What follows belongs to an exercise in optimizing a design on an open flow for a short achievable clock period and few clock cycles per item; a production flow would make more cautious choices. The RTL was checked by simulation tests, not by an equivalence proof against the original design. Power figures rest on the tool's default switching activity, not on a simulated workload.

$ cat design.v
`timescale 1ns/1ps
`default_nettype none
package rvAluPkg;
    typedef enum logic [6:0] {
        opcOpImm = 7'b0010011,
        opcOp    = 7'b0110011
    } rvOpcode;
    typedef enum logic [3:0] {
        aluAdd = 4'b0000,
        aluSll = 4'b0001,
        aluXor = 4'b0100,
        aluSrl = 4'b0101,
        aluOr  = 4'b0110,
        aluAnd = 4'b0111,
        aluSub = 4'b1000,
        aluSra = 4'b1101
    } aluOp;
    typedef struct packed {
        aluOp                       op;
        logic                       useImm;
        logic [32-1:0]        opA;
        logic [32-1:0]        opB;
        logic [32-1:0]        imm;
        logic [5-1:0]  rd;
        logic                       write;
        logic                       illegal;
    } execPayload;
    typedef struct packed {
        logic [5-1:0]  rd;
        logic                       write;
        logic                       illegal;
        logic [32-1:0]        value;
    } resultPayload;
endpackage
`default_nettype wire
`timescale 1ns/1ps
`default_nettype none
module pipeStage #(
    parameter int Width = 1
) (
    input  logic    clock,
    input  logic    arstN,
    input  logic    inValid,
    output logic    inReady,
    input  logic [Width-1:0] inData,
    output logic    outValid,
    input  logic    outReady,
    output logic [Width-1:0] outData
);
    logic    full;
    logic [Width-1:0] dataQ;
    assign inReady = !full || outReady;
    always_ff @(posedge clock or negedge arstN) begin
        if (!arstN) begin
            full <= 1'b0;
        end else if (inReady) begin
            full <= inValid;
        end
    end
    always_ff @(posedge clock) begin
        if (inValid && inReady) begin
            dataQ <= inData;
        end
    end
    assign outValid = full;
    assign outData  = dataQ;
endmodule
`default_nettype wire
`timescale 1ns/1ps
`default_nettype none
import rvAluPkg::*;
module decodeUnit (
    input  logic                       clock,
    input  logic                       arstN,
    input  logic                       instrValid,
    output logic                       instrReady,
    input  logic [32-1:0]        instr,
    output logic [5-1:0]  rs1Addr,
    output logic [5-1:0]  rs2Addr,
    input  logic [32-1:0]        rs1Data,
    input  logic [32-1:0]        rs2Data,
    input  logic                       exValid,
    input  logic [5-1:0]  exRd,
    input  logic                       exWrite,
    input  logic                       wbValid,
    input  logic [5-1:0]  wbRd,
    input  logic                       wbWrite,
    output logic                       stageValid,
    input  logic                       stageReady,
    output rvAluPkg::execPayload                 stageData
);
    logic [6:0]                opcode;
    logic [2:0]                funct3;
    logic [5-1:0] rd;
    logic                      isOp;
    logic                      isOpImm;
    logic                      legal;
    logic                      rs1Hit;
    logic                      rs2Hit;
    logic                      hazard;
    rvAluPkg::aluOp                      op;
    assign opcode  = instr[6:0];
    assign funct3  = instr[14:12];
    assign rd      = instr[11:7];
    assign rs1Addr = instr[19:15];
    assign rs2Addr = instr[24:20];
    assign isOp    = (opcode == opcOp);
    assign isOpImm = (opcode == opcOpImm);
    assign legal   = isOp || isOpImm;
    always_comb begin
        case (funct3)
            3'b000:  op = (isOp && instr[30]) ? aluSub : aluAdd;  
            3'b001:  op = aluSll;
            3'b100:  op = aluXor;
            3'b101:  op = instr[30] ? aluSra : aluSrl;           
            3'b110:  op = aluOr;
            3'b111:  op = aluAnd;
            default: op = aluAdd;
        endcase
    end
    assign rs1Hit = legal && (rs1Addr != '0) &&
                    ((exValid && exWrite && (exRd == rs1Addr)) ||
                     (wbValid && wbWrite && (wbRd == rs1Addr)));
    assign rs2Hit = isOp && (rs2Addr != '0) &&
                    ((exValid && exWrite && (exRd == rs2Addr)) ||
                     (wbValid && wbWrite && (wbRd == rs2Addr)));
    assign hazard = rs1Hit || rs2Hit;
    assign instrReady = stageReady && !hazard;
    assign stageValid = instrValid && !hazard;
    always_comb begin
        stageData.op      = op;
        stageData.useImm  = isOpImm;
        stageData.opA     = rs1Data;
        stageData.opB     = rs2Data;
        stageData.imm     = {{(32-12){instr[31]}}, instr[31:20]};  
        stageData.rd      = rd;
        stageData.write   = legal && (rd != '0);
        stageData.illegal = !legal;
    end
endmodule
`default_nettype wire
`timescale 1ns/1ps
`default_nettype none
import rvAluPkg::*;
module aluExecute (
    input  logic         clock,
    input  logic         arstN,
    input  logic         inValid,
    output logic         inReady,
    input  rvAluPkg::execPayload   inData,
    output logic         outValid,
    input  logic         outReady,
    output rvAluPkg::resultPayload outData
);
    localparam int ShiftW = $clog2(32);
    logic [32-1:0] opB;
    logic [ShiftW-1:0]   shamt;
    logic [32-1:0] value;
    rvAluPkg::resultPayload        result;
    assign opB   = inData.useImm ? inData.imm : inData.opB;
    assign shamt = opB[ShiftW-1:0];
    always_comb begin
        case (inData.op)
            aluAdd:  value = inData.opA + opB;
            aluSub:  value = inData.opA - opB;
            aluXor:  value = inData.opA ^ opB;
            aluOr:   value = inData.opA | opB;
            aluAnd:  value = inData.opA & opB;
            aluSll:  value = inData.opA << shamt;
            aluSrl:  value = inData.opA >> shamt;
            aluSra:  value = $signed(inData.opA) >>> shamt;  
            default: value = '0;
        endcase
        if (inData.illegal) begin
            value = '0;
        end
    end
    always_comb begin
        result.rd      = inData.rd;
        result.write   = inData.write;
        result.illegal = inData.illegal;
        result.value   = value;
    end
    pipeStage #(.Width($bits(result))) u_resultStage (
        .clock    (clock),
        .arstN    (arstN),
        .inValid  (inValid),
        .inReady  (inReady),
        .inData   (result),
        .outValid (outValid),
        .outReady (outReady),
        .outData  (outData)
    );
endmodule
`default_nettype wire
`timescale 1ns/1ps
`default_nettype none
import rvAluPkg::*;
module writebackStage (
    input  logic                       clock,
    input  logic                       arstN,
    input  logic                       inValid,
    output logic                       inReady,
    input  rvAluPkg::resultPayload               inData,
    input  logic [5-1:0]  rs1Addr,
    input  logic [5-1:0]  rs2Addr,
    output logic [32-1:0]        rs1Data,
    output logic [32-1:0]        rs2Data,
    output logic [5-1:0]  wbRd,
    output logic                       wbWrite,
    output logic                       retireValid,
    input  logic                       retireReady,
    output logic [5-1:0]  retireRd,
    output logic [32-1:0]        retireData,
    output logic                       retireWrite,
    output logic                       retireIllegal
);
    logic [32-1:0] regs [32];
    logic                doWrite;
    assign doWrite = inValid && retireReady && inData.write;  
    always_ff @(posedge clock or negedge arstN) begin
        if (!arstN) begin
            for (int i = 0; i < 32; i++) begin
                regs[i] <= '0;
            end
        end else if (doWrite) begin
            regs[inData.rd] <= inData.value;
        end
    end
    assign rs1Data = (rs1Addr == '0) ? '0 : regs[rs1Addr];
    assign rs2Data = (rs2Addr == '0) ? '0 : regs[rs2Addr];
    assign wbRd    = inData.rd;
    assign wbWrite = inData.write;
    assign retireValid   = inValid;
    assign inReady       = retireReady;
    assign retireRd      = inData.rd;
    assign retireData    = inData.value;
    assign retireWrite   = inData.write;
    assign retireIllegal = inData.illegal;
endmodule
`default_nettype wire
`timescale 1ns/1ps
`default_nettype none
import rvAluPkg::*;
module rvAluCore (
    input  logic                       clock,
    input  logic                       arstN,
    input  logic                       instrValid,
    output logic                       instrReady,
    input  logic [32-1:0]        instr,
    input  logic                       retireReady,
    output logic                       retireValid,
    output logic [5-1:0]  retireRd,
    output logic [32-1:0]        retireData,
    output logic                       retireWrite,
    output logic                       retireIllegal
);
    logic                      decValid;
    logic                      decReady;
    rvAluPkg::execPayload                decData;
    logic                      exValid;
    logic                      exReady;
    rvAluPkg::execPayload                exData;
    logic                      resValid;
    logic                      resReady;
    rvAluPkg::resultPayload              resData;
    logic [5-1:0] rs1Addr;
    logic [5-1:0] rs2Addr;
    logic [32-1:0]       rs1Data;
    logic [32-1:0]       rs2Data;
    logic [5-1:0] wbRd;
    logic                      wbWrite;
    decodeUnit u_decode (
        .clock (clock), .arstN (arstN),
        .instrValid (instrValid), .instrReady (instrReady), .instr (instr),
        .rs1Addr (rs1Addr), .rs2Addr (rs2Addr),
        .rs1Data (rs1Data), .rs2Data (rs2Data),
        .exValid (exValid), .exRd (exData.rd), .exWrite (exData.write),
        .wbValid (resValid), .wbRd (wbRd), .wbWrite (wbWrite),
        .stageValid (decValid), .stageReady (decReady), .stageData (decData)
    );
    pipeStage #(.Width($bits(decData))) u_execStage (
        .clock (clock), .arstN (arstN),
        .inValid (decValid), .inReady (decReady), .inData (decData),
        .outValid (exValid), .outReady (exReady), .outData (exData)
    );
    aluExecute u_execute (
        .clock (clock), .arstN (arstN),
        .inValid (exValid), .inReady (exReady), .inData (exData),
        .outValid (resValid), .outReady (resReady), .outData (resData)
    );
    writebackStage u_writeback (
        .clock (clock), .arstN (arstN),
        .inValid (resValid), .inReady (resReady), .inData (resData),
        .rs1Addr (rs1Addr), .rs2Addr (rs2Addr),
        .rs1Data (rs1Data), .rs2Data (rs2Data),
        .wbRd (wbRd), .wbWrite (wbWrite),
        .retireValid (retireValid), .retireReady (retireReady),
        .retireRd (retireRd), .retireData (retireData),
        .retireWrite (retireWrite), .retireIllegal (retireIllegal)
    );
endmodule
`default_nettype wire
$ cat run.sh
#!/bin/bash
# synth_recipe.tcl (not shown) runs the flow's synth.tcl, then flattens the netlist and writes it again
# the make line also repeats each setting of config.mk as NAME=value (left out here)
make -C /OpenROAD-flow-scripts/flow DESIGN_CONFIG=/design/flow/config.mk WORK_HOME=/design/flow/orfs CLKGATE_MAP_FILE= SYNTH_SCRIPT=/design/flow/synth_recipe.tcl finish
$ cat config.mk
export PLATFORM = sky130hd
export DESIGN_NAME = rvAluCore
export DESIGN_NICKNAME = rvAluCore
export VERILOG_FILES = /design/flow/design.v
export SDC_FILE = /design/flow/constraint.sdc
export NUM_CORES = 4
export LEC_CHECK = 0
export CAP_MARGIN = 20
export CORE_MARGIN = 2
export CORE_UTILIZATION = 40
export SLEW_MARGIN = 20
$ cat constraint.sdc
create_clock -name core_clock -period 6.0 [get_ports {clock}]
set_input_delay 1.2000 -clock core_clock [delete_from_list [all_inputs] [get_ports {clock}]]
set_output_delay 1.2000 -clock core_clock [all_outputs]
set_load 0.01 [all_outputs]
==> reports/qor_table.md <==
| Metric | This run |
|---|---|
| H-tree Lvls | 4 |
| Clock Latency Late Sink | 0.83 ns |
| Setup repair after global routing missed its margin | no |
| Post-synth cell types | 88 |
| Global placer's final weighted congestion | 0.986 |
| Wire length of the first global-routing pass | 421000 um |
| Commonest cells after routing, fill and taps aside | 998 x sky130_fd_sc_hd__mux2_2, 994 x sky130_fd_sc_hd__dfrtp_1, 391 x sky130_fd_sc_hd__a22oi_1 |
| PostCTS Resize Cnt | 0 |
| Most common cell after layout, fill and taps aside | sky130_fd_sc_hd__mux2_2 |
| NumNets Final | 5465 |
| Endpoints failing hold | 0 |
| CTS tree | built |
| Area share of the leading cell type in the synthesized netlist | 40.8% |
| Longest Clk Path Bufs | 3 |
| Area fraction in compound gates after synthesis | 17.9% |
| # hold bufs at CTS | 0 |
| Cell with the largest stage delay on the worst path | sky130_fd_sc_hd__edfxtp_1 |
| Largest driver fanout on the critical path | 16 |
| Wire length per cell | 41.1 um |
| Setup WS pre-CTS | 0.652 ns |
| Vias in the first global route | 52000 |
| Total routed wirelength | 307000 um |
| Share of synthesized flip-flops with an asynchronous set or reset | 88.7% |
| Total vias in the final route | 55200 |
| Gate Count Post-Synth | 5320 |
| Sum of overflow across all layers after global routing | 0 |
| Clock period minus worst slack | 5.44 ns |
| Final period util | 90.7% |
| Proportion of layout cells with a drive suffix above 1 | 30.8% |
| Half-perimeter wire length after detailed placement | 193000 um |
| Hold Crit Class | reg -> reg |
| Chip width | 395 um |
| Starting Density | 40.2% |
| Crit path capture type | flip-flop |
| Pin count of the biggest net entering global routing | 158 |
| Slew margin rel. | 11.1% |
| Per-instance average area after synthesis | 11.5 um^2 |
| Number of buffers added by the clock tree synthesis step | 130 |
| Critical path's largest stage delay | 0.71 ns |
| Transition time of the tightest slew-check pin | 1.33 ns |
| Sequential share of the synthesized area | 47.0% |
| Sinks on the clock net | 1121 |
| Adder and majority gate portion of the synthesized area | 2.04% |
| Post-route clock skew | 0.0571 ns |
| Cell area after placement | 65700 um^2 |
| Number of warnings issued by yosys | 6 |
| Type of the worst setup path | reg -> reg |
| Maximum frequency from static timing analysis | 184 MHz |
| Utilization after layout | 46.3% |
| Fin Setup TNS | 0 ns |
| Post-CTS repair timing setup buffer count | 0 |
| Mux share of post-synthesis cell area | 21.2% |
| Layout-stage area growth over the synthesis result | 15.2% |
| Static leakage power | 30.6 nW |
| Result of the run | no timing/DRC/antenna violations |
| Most instantiated flip-flop cell in the synthesis netlist | sky130_fd_sc_hd__dfrtp_1 |
| Die ar. | 156000 um^2 |
| Height of the chip | 395 um |
| Synth area leader | sky130_fd_sc_hd__dfrtp_1 |
| Cell at the root of the clock tree | sky130_fd_sc_hd__clkbuf_16 |
| Cell Rows | 143 |
| Global router's overall resource usage | 38.1% |
| Count of pins over their slew limit | 0 |
| Number of nets in the synthesized netlist | 5455 |
| Worst path required time | 6.65 ns |
| Final setup violation count | 0 |
| Mean number of vias per cell | 7.38 |
| Startpoint type of the worst setup path | flip-flop |
| Core area | 152000 um^2 |
| Peak VDD IR | 0.333 mV |
| Number of remaining DRC errors | 0 |
| Reported max-cap violation count | 0 |
| Largest family of logic cells by synthesized area | multiplexers |
| Data arrival at the endpoint of the critical path | 6.09 ns |
| Cell Area, Synth | 61000 um^2 |
| Xor-xnor portion of the synthesized cell area | 1.08% |
| Total of flip-flops plus latches after synthesis | 1121 |
| Largest cells by area after synthesis | sky130_fd_sc_hd__dfrtp_1 41%, sky130_fd_sc_hd__mux2_2 18%, sky130_fd_sc_hd__edfxtp_1 6.3% |
| Final worst-path setup slack | 0.556 ns |
| Clock transition time at the flip-flop clock pins of the worst setup and hold paths | 0.07 ns |
| Area of all placed cells without fillers | 70300 um^2 |
| Count of TritonRoute iterations in the first routing pass | 17 |
| Antenna violations before repair | 15 |
| Count of flip-flops with a built-in enable after synthesis | 127 |
| Initial drt markers | 12200 |
| Pwr dens | 309 nW/um^2 |
| Top-level port count | 77 |
| Critical path, cell by cell | buf_12 -> mux2i_4 -> ha_1 -> o211ai_1 -> nor4_4 -> nand3_1 -> nor3_2 -> a31oi_1 -> xnor2_1 -> ha_1 -> nand3_1 -> or3_1 -> a211oi_1 -> o21ai_0 -> o21a_1 -> o32a_1 -> nand2_1 |
| Fraction of the mapped netlist area in simple logic gates | 6.93% |
| Input/output buffers | 76 |
| Post-DRT Antenna Nets | 0 |
## critical path: cells and delay by family, from the launching register on
family          cells  cell delay (ns)
xor+xnor            1             0.17
mux                 1             0.30
buf+inv             1             0.23
compound gates      6             1.56
fa+ha+maj           2             0.66
flops               1             0.71
simple gates        6             1.66
## flip-flops by register name, indices dropped and copies added (netlist names)
name,cells
u_execStage.full,1
u_execute.u_resultStage.full,1
u_writeback.regs,992
u_execute.u_resultStage.dataQ,39
u_execStage.dataQ,88
## final timing paths
check,to,startpoint,cells past startpoint,slack (ns)
worst max-delay path,u_execute.u_resultStage.dataQ[31],u_execStage.dataQ[103],17,0.56
worst min-delay path,u_execute.u_resultStage.dataQ[32],u_execStage.dataQ[0],0,0.47
worst max register to register,u_execute.u_resultStage.dataQ[31],u_execStage.dataQ[103],17,0.56
worst min register to register,u_execute.u_resultStage.dataQ[32],u_execStage.dataQ[0],0,0.47
max in group asynchronous,u_execStage.full,arstN,2,3.98
min in group asynchronous,u_writeback.regs[7][21],arstN,1,0.49
## layout make-up
class	instances	area, um^2
sequential	1121	28700
tap	2030	2540
timing repair buffer	380	3610
antenna	9	22.5
fill	14000	81500
inverter	79	309
multi-input combinational	3618	30700
clock buffer	195	3820
clock inverter	39	539
## cells by family after synthesis
family	Yosys count
buffers and inverters	581
AND/OR/NAND/NOR	878
AO/OA/AOI/OAI	1457
multiplexers	1109
adder cells (fa/ha/maj)	99
XOR/XNOR	75
flip-flops	1121
## power by group
part | internal, W | switching, W | total, W
Sequential | 0.00873 | 0.00118 | 0.00990
Clock | 0.00472 | 0.00350 | 0.00822
Combinational | 0.00148 | 0.00208 | 0.00355
Total | 0.0149 | 0.00676 | 0.0217
## routing by layer
metal  part of all wire [%]  routed length, um  up-vias  global-route usage (%)
met2                     40             122000     5230                    52.3
met1                     37             114000    27600                    49.4
met4                    7.7              23600       24                    22.1
met3                     15              47100     1619                    16.8
li1                       -                  -    20700                       -
met5                  0.055                169        -                   0.431
## cell usage after synthesis, types with 26 or more instances
cell / instances
sky130_fd_sc_hd__xor2_1: 26
sky130_fd_sc_hd__a22oi_1: 391
sky130_fd_sc_hd__a222oi_1: 67
sky130_fd_sc_hd__buf_1: 47
sky130_fd_sc_hd__nor2_1: 229
sky130_fd_sc_hd__nor3_1: 77
sky130_fd_sc_hd__nand2_1: 210
sky130_fd_sc_hd__a21oi_1: 233
sky130_fd_sc_hd__inv_1: 73
sky130_fd_sc_hd__nand4_1: 125
sky130_fd_sc_hd__xnor2_1: 49
sky130_fd_sc_hd__mux4_2: 35
sky130_fd_sc_hd__o21ai_0: 76
sky130_fd_sc_hd__mux2i_1: 61
sky130_fd_sc_hd__buf_2: 34
sky130_fd_sc_hd__a221oi_1: 251
sky130_fd_sc_hd__clkbuf_1: 408
sky130_fd_sc_hd__a31oi_1: 33
sky130_fd_sc_hd__ha_1: 98
sky130_fd_sc_hd__dfrtp_1: 994
sky130_fd_sc_hd__a22o_1: 231
sky130_fd_sc_hd__edfxtp_1: 127
sky130_fd_sc_hd__mux2_2: 998
sky130_fd_sc_hd__nand3_1: 124
## per-stage QoR
stage	power, W	hold WS, ns	std cells
6_report	0.0217	0.465	7471
5_1_grt	0.0222	0.494	7462
4_1_cts	0.0215	0.476	7454
3_5_place_dp	0.0134	0.463	7220
3_3_place_gp	0.0133	0.466	7217
2_1_floorplan	0.0117	0.417	5320
Testbench counts, summed over its fixed seeds: cycles 38,930, items 16,000.

## port drivers added, routing unchanged
How much do the figures lean on ideal ports? The routed layout below was timed once more, with nothing changed but the port constraints.
Step 1, drivers: a clkbuf_16 drives clock and a buf_2 each remaining input, both assumed.
Step 2, shift: input delay + t, output delay - t, t = (earliest + latest rising clock arrival at the registers) / 2. This alone moves slack from input paths to output paths.
a / b / c = ideal / step 1 / step 2; a / b = the first two.
t (ns): 0.901
setup slack, ns: 0.556 / 0.556 / 0.556
worst slew at a driven data input, ns: 0.06
After both steps this run still meets setup and hold. For this run, drivers alone change the setup slack by 0.000 ns; drivers and shift together by 0.000 ns.
